Source: an optimization exercise on an open RTL-to-GDS flow (aim: small area, a short achievable clock period and few clock cycles per item). Production flows keep margins and buffers that such runs may drop.
Function was checked by simulation only, so behaviour that the tests miss may differ from the original.

v6:
// idct_top
module idct_top #(
	parameter int ROW_PITCH = 320
) (
	input logic Clock,
	input logic Resetn,
	input logic start,
	input logic [17:0] in_base,
	input logic [17:0] out_base,
	input logic [15:0] sram_read_data,
	output logic [17:0] sram_address,
	output logic [15:0] sram_write_data,
	output logic sram_we_n,
	output logic busy,
	output logic finish
);
==> flow/config.mk <==
export PLATFORM = sky130hd
export DESIGN_NAME = idct_top
export DESIGN_NICKNAME = idct_top
export VERILOG_FILES = /design/flow/design.v
export SDC_FILE = /design/flow/constraint.sdc
export NUM_CORES = 4
export LEC_CHECK = 0
export ABC_AREA = 1
export CAP_MARGIN = 20
export CORE_MARGIN = 2
export CORE_UTILIZATION = 40
export PLACE_DENSITY = 0.6
export SETUP_SLACK_MARGIN = 5
export SLEW_MARGIN = 20
export SYNTH_MEMORY_MAX_BITS = 8192
==> flow/constraint.sdc <==
create_clock -name core_clock -period 10.0 [get_ports {Clock}]
set_input_delay 2.0000 -clock core_clock [delete_from_list [all_inputs] [get_ports {Clock}]]
set_output_delay 2.0000 -clock core_clock [all_outputs]
set_load 0.01 [all_outputs]
standard.sh (not shown) runs the stock make flow with config.mk's settings and CLKGATE_MAP_FILE= SYNTH_SCRIPT=/design/flow/synth_recipe.tcl, a recipe that flattens the netlist after the stock synthesis.
==> flow/flow/run.sh <==
#!/bin/bash
# Standard layout, with timing repair aimed at a tighter period than the
# clock's (the constraints are unchanged), and a clock tree of larger sink
# clusters driven by smaller buffers, without dummy loads.
set -euo pipefail
bash standard.sh SETUP_SLACK_MARGIN=6.0 \
  "CTS_ARGS=-sink_clustering_enable -repair_clock_nets -dont_use_dummy_load -sink_clustering_size 40 -buf_list {sky130_fd_sc_hd__clkbuf_4 sky130_fd_sc_hd__clkbuf_8}" \
  finish > orfs_flow.log 2>&1
Testbench counts of v6, summed over its fixed seeds: cycles 7,048, blocks 64.
--- input diff v6..v7 ---
# v6
export LEC_CHECK = 0
export ABC_AREA = 1
export CAP_MARGIN = 20
export CORE_MARGIN = 2
export CORE_UTILIZATION = 40
export PLACE_DENSITY = 0.6
export SETUP_SLACK_MARGIN = 5
export SLEW_MARGIN = 20
export SYNTH_MEMORY_MAX_BITS = 8192
create_clock -name core_clock -period 10.0 [get_ports {Clock}]
# v7
export LEC_CHECK = 0
export CAP_MARGIN = 20
export CORE_MARGIN = 2
export CORE_UTILIZATION = 40
export PLACE_DENSITY = 0.6
export SETUP_SLACK_MARGIN = 5
export SLEW_MARGIN = 20
export SYNTH_MEMORY_MAX_BITS = 8192
create_clock -name core_clock -period 10.0 [get_ports {Clock}]
-- flow/flow/run.sh --
<<< v6, line 6
bash standard.sh SETUP_SLACK_MARGIN=6.0 \
  "CTS_ARGS=-sink_clustering_enable -repair_clock_nets -dont_use_dummy_load -sink_clustering_size 40 -buf_list {sky130_fd_sc_hd__clkbuf_4 sky130_fd_sc_hd__clkbuf_8}" \
>>> v7, line 6
bash standard.sh SETUP_SLACK_MARGIN=6.2 \
  "CTS_ARGS=-sink_clustering_enable -repair_clock_nets -dont_use_dummy_load -sink_clustering_size 64 -buf_list {sky130_fd_sc_hd__clkbuf_4 sky130_fd_sc_hd__clkbuf_8}" \
## What came out
Run comparison: v7 endpoint of the worst setup timing path cy_e; v6 endpoint of the worst setup timing path sram_address[2]
Going from v6 to v7, final core utilization increased 1.6 points; area of the multi-input gates decreased 460 sq um; simple-gate area share of the yosys netlist decreased 4.7 points.
Side by side, global-route usage turned out lower in v7 than in v6.
v7 vs v6, cell with the largest stage delay on the worst path: sky130_fd_sc_hd__o41ai_4 vs sky130_fd_sc_hd__dfrtp_2
v7 finished every step from synthesis to the final layout, and the layout passed the timing, design-rule and antenna checks.

== xenon ==
Another version of the RTL of idct_top (not shown whole).
For scale: ~3300 flip-flops, about 92 I/O pins, about 0.12 mm² of cells after synthesis.
==> flow/design.v (excerpt) <==
module idct_top #(
	parameter int ROW_PITCH = 320
) (
	input logic Clock,
	input logic Resetn,
	input logic start,
	input logic [17:0] in_base,
	input logic [17:0] out_base,
	input logic [15:0] sram_read_data,
	output logic [17:0] sram_address,
	output logic [15:0] sram_write_data,
	output logic sram_we_n,
	output logic busy,
	output logic finish
);
localparam logic [17:0] PIX_PITCH = 18'(ROW_PITCH / 2);
localparam logic [6:0] LAST = 7'd110;
logic start_d;
logic [6:0] cnt;           
logic [17:0] out_base_r;
logic go;
assign go = !busy && start && !start_d;
always_ff @(posedge Clock or negedge Resetn) begin
	if (!Resetn) begin
		start_d <= 1'b0;
		busy <= 1'b0;
		finish <= 1'b0;
		cnt <= '0;
	end else begin
		start_d <= start;
		finish <= 1'b0;
		if (go) begin
			busy <= 1'b1;
			cnt <= 7'd1;
		end else if (busy) begin
			cnt <= cnt + 7'd1;
			if (cnt == LAST) begin
				busy <= 1'b0;
				finish <= 1'b1;
			end
		end
	end
end
logic [2:0] n_mcm1, n_cnt, dr_n, k_ring, k_mcm2;
logic [4:0] m_tap;
assign n_mcm1 = 3'(cnt - 7'd3);          
assign n_cnt = 3'(cnt - 7'd5);           
assign dr_n = 3'(cnt - 7'd14);           
assign k_mcm2 = 3'((cnt - 7'd15) >> 3);  
assign k_ring = 3'((cnt - 7'd17) >> 3);  
  ...
==> flow/config.mk <==
export PLATFORM = sky130hd
export DESIGN_NAME = idct_top
export DESIGN_NICKNAME = idct_top
export VERILOG_FILES = /design/flow/design.v
export SDC_FILE = /design/flow/constraint.sdc
export NUM_CORES = 4
export LEC_CHECK = 0
export CAP_MARGIN = 20
export CORE_MARGIN = 2
export CORE_UTILIZATION = 55
export PLACE_DENSITY = 0.7
export SETUP_SLACK_MARGIN = 5
export SLEW_MARGIN = 20
export SYNTH_MEMORY_MAX_BITS = 8192
==> flow/constraint.sdc <==
create_clock -name core_clock -period 10.0 [get_ports {Clock}]
set_input_delay 2.0000 -clock core_clock [delete_from_list [all_inputs] [get_ports {Clock}]]
set_output_delay 2.0000 -clock core_clock [all_outputs]
set_load 0.01 [all_outputs]
==> flow/flow/run.sh <==
#!/bin/bash
# Standard layout, with timing repair aimed at a tighter period than the
# clock's (the constraints are unchanged), and a clock tree of larger sink
# clusters driven by smaller buffers, without dummy loads.
set -euo pipefail
bash standard.sh SETUP_SLACK_MARGIN=6.0 \
  "CTS_ARGS=-sink_clustering_enable -repair_clock_nets -dont_use_dummy_load -sink_clustering_size 16 -sink_clustering_max_diameter 60 -buf_list sky130_fd_sc_hd__clkbuf_8" \
  finish > orfs_flow.log 2>&1
xenon: flow completed, timing, DRC and antenna clean
Testbench counts of xenon, summed over its fixed seeds: cycles 7,112, blocks 64.
#### Input delta (sierra over xenon)
--- a/flow/config.mk
+++ b/flow/config.mk
@@ -8,6 +8,6 @@
 export CAP_MARGIN = 20
 export CORE_MARGIN = 2
-export CORE_UTILIZATION = 55
-export PLACE_DENSITY = 0.7
+export CORE_UTILIZATION = 40
+export PLACE_DENSITY = 0.6
 export SETUP_SLACK_MARGIN = 5
 export SLEW_MARGIN = 20
- What xenon reported for filler cell count has to be multiplied by 1.6 to get the figure for sierra.
- Area overhead of the layout relative to synthesis was higher in the run labelled sierra.
- Cmp sierra vs xenon: first-pass GRT wire length higher in sierra
- sierra against xenon; post-CTS setup-driven buffer insertion count is down by a few percent.
- Non-clock buffering overhead in the final layout of xenon is on par with sierra.
- Of the two values seen for classification of the worst setup path, reg -> reg was produced by sierra and reg -> out by xenon.
- A cell with the largest stage delay on the worst path of sky130_fd_sc_hd__clkdlybuf4s50_1 is what xenon shows, while sky130_fd_sc_hd__fa_1 belongs to sierra.
- Going from xenon to sierra, total clock buffers created by CTS grows by 2.
- Setup slack essentially unchanged between xenon and sierra.
- Minimum period implied by the final worst setup slack: sierra vs xenon — no meaningful difference
diff inputs: sierra => raven
--- a/flow/flow/run.sh
+++ b/flow/flow/run.sh
@@ -5,4 +5,4 @@
 set -euo pipefail
 bash standard.sh SETUP_SLACK_MARGIN=6.0 \
-  "CTS_ARGS=-sink_clustering_enable -repair_clock_nets -dont_use_dummy_load -sink_clustering_size 16 -sink_clustering_max_diameter 60 -buf_list sky130_fd_sc_hd__clkbuf_8" \
+  "CTS_ARGS=-sink_clustering_enable -repair_clock_nets -dont_use_dummy_load -sink_clustering_size 24 -buf_list sky130_fd_sc_hd__clkbuf_8" \
   finish > orfs_flow.log 2>&1
--- outcome ---
Taking sierra as the reference point, the count of fill cells added during filler insertion of raven falls by 282. raven does worse than sierra on wire length. raven against sierra: post-route worst setup slack shrank by 12 ps; count of antenna diodes in the layout grew by 3; first-pass GRT wire length grew by 7100 µm; combined global-route utilization of all metal layers grew by 0.27 points. sierra: all stages complete, timing, DRC and antenna checks passed. raven finished end to end and its layout was clean on timing, DRC and antenna. Going from sierra to raven, number of vias per cell after detailed routing shows no meaningful change. Looking at final design area excluding fillers, raven sits above sierra.
The inputs of violet differ from those of raven as listed below.
--- a/flow/flow/run.sh
+++ b/flow/flow/run.sh
@@ -5,4 +5,4 @@
 set -euo pipefail
 bash standard.sh SETUP_SLACK_MARGIN=6.0 \
-  "CTS_ARGS=-sink_clustering_enable -repair_clock_nets -dont_use_dummy_load -sink_clustering_size 24 -buf_list sky130_fd_sc_hd__clkbuf_8" \
+  "CTS_ARGS=-sink_clustering_enable -repair_clock_nets -dont_use_dummy_load -sink_clustering_size 30 -sink_clustering_max_diameter 100 -buf_list sky130_fd_sc_hd__clkbuf_16" \
   finish > orfs_flow.log 2>&1
--- outcome ---
- violet did not stop at any stage, and its layout met the timing, design-rule and antenna checks.
- Taking raven as the reference, in violet signed area change from the synthesized netlist to the final layout decreased 2.8 points; clock latency on the worst-skew pair went down by 260 ps; met1 capacity usage during global routing barely changed.
- Against raven as the reference, violet delivers a lower deepest level of the CTS H-tree.
- violet vs raven: count of buffers not belonging to the clock network in the layout up by a few percent
- [compare] base=raven new=violet: non-filler instance count after layout lower, reg-to-reg setup timing slack roughly the same.
- Delta (violet minus raven): least setup slack across all paths after layout went up 15 ps; cell count along the critical path went down 2.
What garnet does differently from violet at the input level:
--- a/flow/flow/run.sh
+++ b/flow/flow/run.sh
@@ -5,4 +5,4 @@
 set -euo pipefail
 bash standard.sh SETUP_SLACK_MARGIN=6.0 \
-  "CTS_ARGS=-sink_clustering_enable -repair_clock_nets -dont_use_dummy_load -sink_clustering_size 30 -sink_clustering_max_diameter 100 -buf_list sky130_fd_sc_hd__clkbuf_16" \
+  "CTS_ARGS=-sink_clustering_enable -repair_clock_nets -dont_use_dummy_load -sink_clustering_size 40 -buf_list {sky130_fd_sc_hd__clkbuf_4 sky130_fd_sc_hd__clkbuf_8}" \
   finish > orfs_flow.log 2>&1
==> comparison <==
First-pass detailed-route iteration total on garnet is up relative to violet. The overall routing resource usage in garnet sits 0.39 points above the value recorded for violet. violet reports its slowest cell on the critical path as sky130_fd_sc_hd__fa_1 while garnet reports sky130_fd_sc_hd__mux4_2. Against violet as the reference, garnet delivers a higher routed wire length. Diff violet -> garnet: share of the cycle needed by the critical path after routing did not really move; length of routed met2 wiring up 1.3%; logic depth of the worst path, buffers included picked up an extra 2. [garnet vs violet] final design instance area without fill: higher in garnet. Diff garnet and violet: via count of the first global-routing pass higher in garnet. met2 routing resource usage after global routing across garnet and violet: no real change.

-- what the ideal ports hide --
How much do the figures lean on ideal ports? The routed layouts below were timed once more, with nothing changed but the port constraints.
Step 1, drivers: a clkbuf_16 drives Clock and a buf_2 each remaining input, both assumed.
Step 2, shift: input delay + t, output delay - t, t = (earliest + latest rising clock arrival at the registers) / 2. This alone moves slack from input paths to output paths.
Slacks: ideal / step 1 / step 2; pairs: ideal / step 1.
run | t (ns) | slack for setup (ns) | worst hold slack (ns) | worst setup path at the end
v6 | 1.175 | 6.161 / 6.068 / 5.742 | 0.220 / 0.220 / 0.220 | input to register
v7 | 1.151 | 6.039 / 6.039 / 5.402 | 0.229 / 0.229 / 0.229 | input to register
xenon | 1.103 | 6.106 / 6.020 / 6.029 | 0.248 / 0.248 / 0.248 | input to register
sierra | 1.047 | 6.104 / 6.052 / 5.917 | 0.173 / 0.173 / 0.173 | input to register
raven | 1.183 | 6.092 / 6.043 / 5.910 | 0.230 / 0.230 / 0.230 | input to register
violet | 0.919 | 6.107 / 6.011 / 5.940 | 0.253 / 0.253 / 0.253 | input to register
garnet | 1.181 | 6.096 / 6.046 / 5.927 | 0.225 / 0.225 / 0.225 | input to register
After both steps every run listed still meets setup and hold. The setup slack of v7, which loses most, moves by 0.000 ns with the drivers and by -0.637 ns with both steps.
